Context: an optimization exercise on an open-source flow, tuned for small area, a short achievable clock period and few clock cycles per item. The choices shown serve that exercise and are no tape-out recipe. RTL that was checked went through simulation tests only; none was proved equivalent to the original. Power and IR drop assume default switching activity.

Setup of main:
Design poolReluPE, start of the top module:
module poolReluPE (
  input logic clock,
  input logic reset,
  input logic inValid,
  input logic [7:0] inData,
  output logic inCredit,
  output logic outValid,
  output logic [7:0] outData,
  input logic outCreditReturn
);
  logic hv, tv;
  logic [7:0] hd, td;
  logic pop;
  logic [7:0] x;
  assign x = hd;
  always_ff @(posedge clock) begin
    if (reset) begin
      hv <= 1'b0;
      tv <= 1'b0;
      inCredit <= 1'b0;
    end else begin
      inCredit <= pop;
      if (pop) begin
        hv <= tv || inValid;
        tv <= tv && inValid;
      end else if (!hv) begin
        hv <= inValid;
      end else if (inValid) begin
        tv <= 1'b1;
      end
    end
  end
  always_ff @(posedge clock) begin
    if (pop) begin
      hd <= tv ? td : inData;
    end else if (!hv) begin
      hd <= inData;
    end
    if (inValid && (pop ? tv : hv)) begin
      td <= inData;
    end
  end
  typedef enum logic [1:0] {
    waitOpcode,
    readDims,
    streamData
  } parserState;
  parserState state;
  logic isRelu;
  logic [2:0] dimIndex;
  logic [6:0] oRM1, oCM1, wRM1, wCM1, sRM1, sCM1;
  logic fast;
  logic lastDim;
  logic [6:0] xM1;
  assign xM1 = 7'(x - 8'd1);
  assign lastDim = isRelu ? dimIndex == 3'd2 : dimIndex == 3'd6;
  logic [6:0] rLoLeft, rHiLeft, rPd, rCd;
  logic [6:0] cLo, cHi, cPd, cCd;
  logic rOpen, cOpen;
  logic [6:0] chanLeft;
  logic [5:0] rowBase;
  logic [1:0] slotLo, slotHi;
  logic rowOpens, rowCloses, rowCovered, rowEnd;
  logic colOpens, colCloses, colCovered, colEnd;
  logic chanEnd;
  assign rowOpens = rOpen;
  assign rowCloses = rCd == 7'd0;
  assign rowCovered = rLoLeft >= rHiLeft;
  assign rowEnd = rowCloses && rLoLeft == 7'd0;
  assign colOpens = cOpen;
  assign colCloses = cCd == 7'd0;
  assign colCovered = cLo <= cHi;
  assign colEnd = colCloses && cLo == oCM1;
  ...
For scale: ~750 flip-flops, about 32000 um^2 of cells after synthesis.
Settings: LEC_CHECK=0, CAP_MARGIN=20, CORE_MARGIN=2, CORE_UTILIZATION=65, CTS_CLUSTER_DIAMETER=60, CTS_CLUSTER_SIZE=28, PLACE_DENSITY=0.75, SLEW_MARGIN=20; clock period 15.0 ns.
standard.sh (not shown) runs the stock make flow with config.mk's settings and CLKGATE_MAP_FILE= SYNTH_SCRIPT=/design/flow/synth_recipe.tcl, a recipe that flattens the netlist after the stock synthesis.
==> flow/flow/run.sh <==
#!/bin/bash
# Standard layout, with repair_timing asked to leave extra setup slack so the
# layout runs faster than the 15 ns the clock allows (the SDC is unchanged).
set -euo pipefail
bash standard.sh SETUP_SLACK_MARGIN=11 finish > standard_flow.log 2>&1
Testbench counts of main, summed over its fixed seeds: cycles 9,996, outputs 4,525.
Modified inputs, the feature branch compared to main
-- flow/design.v --
<<< main, line 97
  logic [6:0] chanLeft;
  logic [5:0] rowBase;
  logic [1:0] slotLo, slotHi;
  logic rowOpens, rowCloses, rowCovered, rowEnd;
  logic colOpens, colCloses, colCovered, colEnd;
>>> the feature branch, line 97
  logic [6:0] chanLeft;
  logic [5:0] rowBase;
  logic slotLo, slotHi;
  logic rowOpens, rowCloses, rowCovered, rowEnd;
  logic colOpens, colCloses, colCovered, colEnd;
<<< main, line 110
  assign colEnd = colCloses && cLo == oCM1;
  assign chanEnd = chanLeft == 7'd0;
  logic signed [7:0] acc [3];
  logic signed [7:0] accNew [3];
  logic signed [7:0] accLo;
  logic signed [7:0] xs;
  assign xs = (isRelu && x[7]) ? 8'sd0 : x;
  assign accLo = acc[slotLo];
  always_comb begin
    for (int j = 0; j < 3; j++) begin
      if (colOpens && slotHi == 2'(j)) accNew[j] = xs;
      else accNew[j] = (xs > acc[j]) ? xs : acc[j];
    end
  end
  logic [5:0] pk;           
  logic [6:0] pc;
>>> the feature branch, line 110
  assign colEnd = colCloses && cLo == oCM1;
  assign chanEnd = chanLeft == 7'd0;
  logic signed [7:0] acc [2];
  logic signed [7:0] accMax [2];
  logic signed [7:0] hval;
  logic signed [7:0] xs;
  assign xs = (isRelu && x[7]) ? 8'sd0 : x;
  always_comb begin
    for (int j = 0; j < 2; j++) begin
      accMax[j] = (xs > acc[j]) ? xs : acc[j];
    end
  end
  assign hval = (wCM1 == 7'd0) ? xs : accMax[slotLo];
  logic [5:0] pk;           
  logic [6:0] pc;
<<< main, line 155
  logic [2:0] credits;
  logic signed [7:0] mem [64];
  logic signed [7:0] rdData;
  always_comb begin
    rdData = '0;
    for (int i = 0; i < 64; i++) begin
      rdData = rdData | (mem[i] & {8{aAddr == 6'(i)}});
    end
  end
>>> the feature branch, line 154
  logic [2:0] credits;
  logic signed [7:0] mem [64];
  logic [5:0] aAddrNext;
  logic [3:0] aSel0, aSel1, aSel2;
  logic signed [7:0] rdData;
  assign aAddrNext = loadItem ? rowBase + pc[5:0] : aAddr + oCM1[5:0] + 6'd1;
  always_comb begin
    rdData = '0;
    for (int i = 0; i < 64; i++) begin
      rdData = rdData | (mem[i] & {8{aSel0[i % 4] && aSel1[(i / 4) % 4] && aSel2[i / 16]}});
    end
  end
<<< main, line 176
  end
  always_ff @(posedge clock) begin
    if (loadItem) begin
      aVal <= fast ? accNew[slotLo] : xs;
      aAddr <= rowBase + pc[5:0];
      aCnt <= 6'(rLoLeft - rHiLeft);
      aFirst <= rowOpens && (fast || (slowLastPc && colOpens));
>>> the feature branch, line 178
  end
  always_ff @(posedge clock) begin
    if (loadItem || aGo) begin
      aAddr <= aAddrNext;
      aSel0 <= 4'b0001 << aAddrNext[1:0];
      aSel1 <= 4'b0001 << aAddrNext[3:2];
      aSel2 <= 4'b0001 << aAddrNext[5:4];
    end
  end
  always_ff @(posedge clock) begin
    if (loadItem) begin
      aVal <= fast ? hval : xs;
      aCnt <= 6'(rLoLeft - rHiLeft);
      aFirst <= rowOpens && (fast || (slowLastPc && colOpens));
<<< main, line 184
    end else if (aGo) begin
      aCnt <= aCnt - 6'd1;
      aAddr <= aAddr + oCM1[5:0] + 6'd1;
      aLast <= 1'b0;
    end
>>> the feature branch, line 193
    end else if (aGo) begin
      aCnt <= aCnt - 6'd1;
      aLast <= 1'b0;
    end
<<< main, line 314
      cPd <= (state == readDims) ? (isRelu ? 7'd0 : xM1) : sCM1;
      cCd <= wCM1;
      slotLo <= 2'd0;
      slotHi <= 2'd0;
    end else if (pop && state == streamData) begin
      if (cPd == 7'd0 && cHi != oCM1) begin
>>> the feature branch, line 322
      cPd <= (state == readDims) ? (isRelu ? 7'd0 : xM1) : sCM1;
      cCd <= wCM1;
      slotLo <= 1'b0;
      slotHi <= 1'b0;
    end else if (pop && state == streamData) begin
      if (cPd == 7'd0 && cHi != oCM1) begin
<<< main, line 321
        cOpen <= 1'b1;
        cPd <= sCM1;
        slotHi <= (slotHi == 2'd2) ? 2'd0 : slotHi + 2'd1;
      end else begin
        cOpen <= 1'b0;
>>> the feature branch, line 329
        cOpen <= 1'b1;
        cPd <= sCM1;
        slotHi <= !slotHi;
      end else begin
        cOpen <= 1'b0;
<<< main, line 329
        cLo <= cLo + 7'd1;
        cCd <= sCM1;
        slotLo <= (slotLo == 2'd2) ? 2'd0 : slotLo + 2'd1;
      end else begin
        cCd <= cCd - 7'd1;
>>> the feature branch, line 337
        cLo <= cLo + 7'd1;
        cCd <= sCM1;
        slotLo <= !slotLo;
      end else begin
        cCd <= cCd - 7'd1;
<<< main, line 344
  always_ff @(posedge clock) begin
    if (dataByte && byteDone) begin
      for (int j = 0; j < 3; j++) acc[j] <= accNew[j];
    end
  end
>>> the feature branch, line 352
  always_ff @(posedge clock) begin
    if (dataByte && byteDone) begin
      for (int j = 0; j < 2; j++) begin
        acc[j] <= (colOpens && slotHi == 1'(j)) ? xs : accMax[j];
      end
    end
  end
Findings:
- The feature branch ran to completion and came out clean on the timing, DRC and antenna checks.
- Total routing resource utilization after global routing: the feature branch vs main down 1.7 points
- Lower total half-perimeter wirelength after legalization and detailed placement goes to the feature branch over main.
- The final reports for the feature branch and main show global-route wire length before repair lower in the former.
- main has lower setup slack than the feature branch.
- The feature branch gives less wire length than main did.
- NOTE via count main->the feature branch decreased slightly
- When the feature branch is measured against main, its count of inverters not on the clock network in the layout turns out 8 lower.
- Summary of the feature branch over main: proportion of power drawn by the clock network moved down; sum of met3 wire segment lengths after detailed routing now sits higher.
Only the layout flow was run in the feature branch; the RTL was not checked for function there.

## afterwards: timing with drivers on the ports
In the flow no input, the clock included, has a driving cell. The finished layouts below were timed again as built, in two steps.
Step 1, drivers: a clkbuf_16 drives clock and a buf_2 each remaining input, both assumed.
Step 2 adds t to the input delays and takes it off the output delays; t is the mean of the earliest and latest rising clock arrival at the registers after step 1. Input paths then give back, and output paths get back, about the clock's delay inside the block.
a / b / c = no drivers / after step 1 / after step 2; a / b = the first two.
run	t, ns	setup slack, ns	hold slack, ns
main	0.673	10.864 / 10.802 / 10.450	0.392 / 0.392 / 0.392
the feature branch	0.666	10.906 / 10.905 / 10.469	0.418 / 0.418 / 0.418
After both steps setup and hold are still met in every run listed. For the feature branch, which loses most, drivers alone change the setup slack by -0.001 ns; drivers and shift together by -0.437 ns.
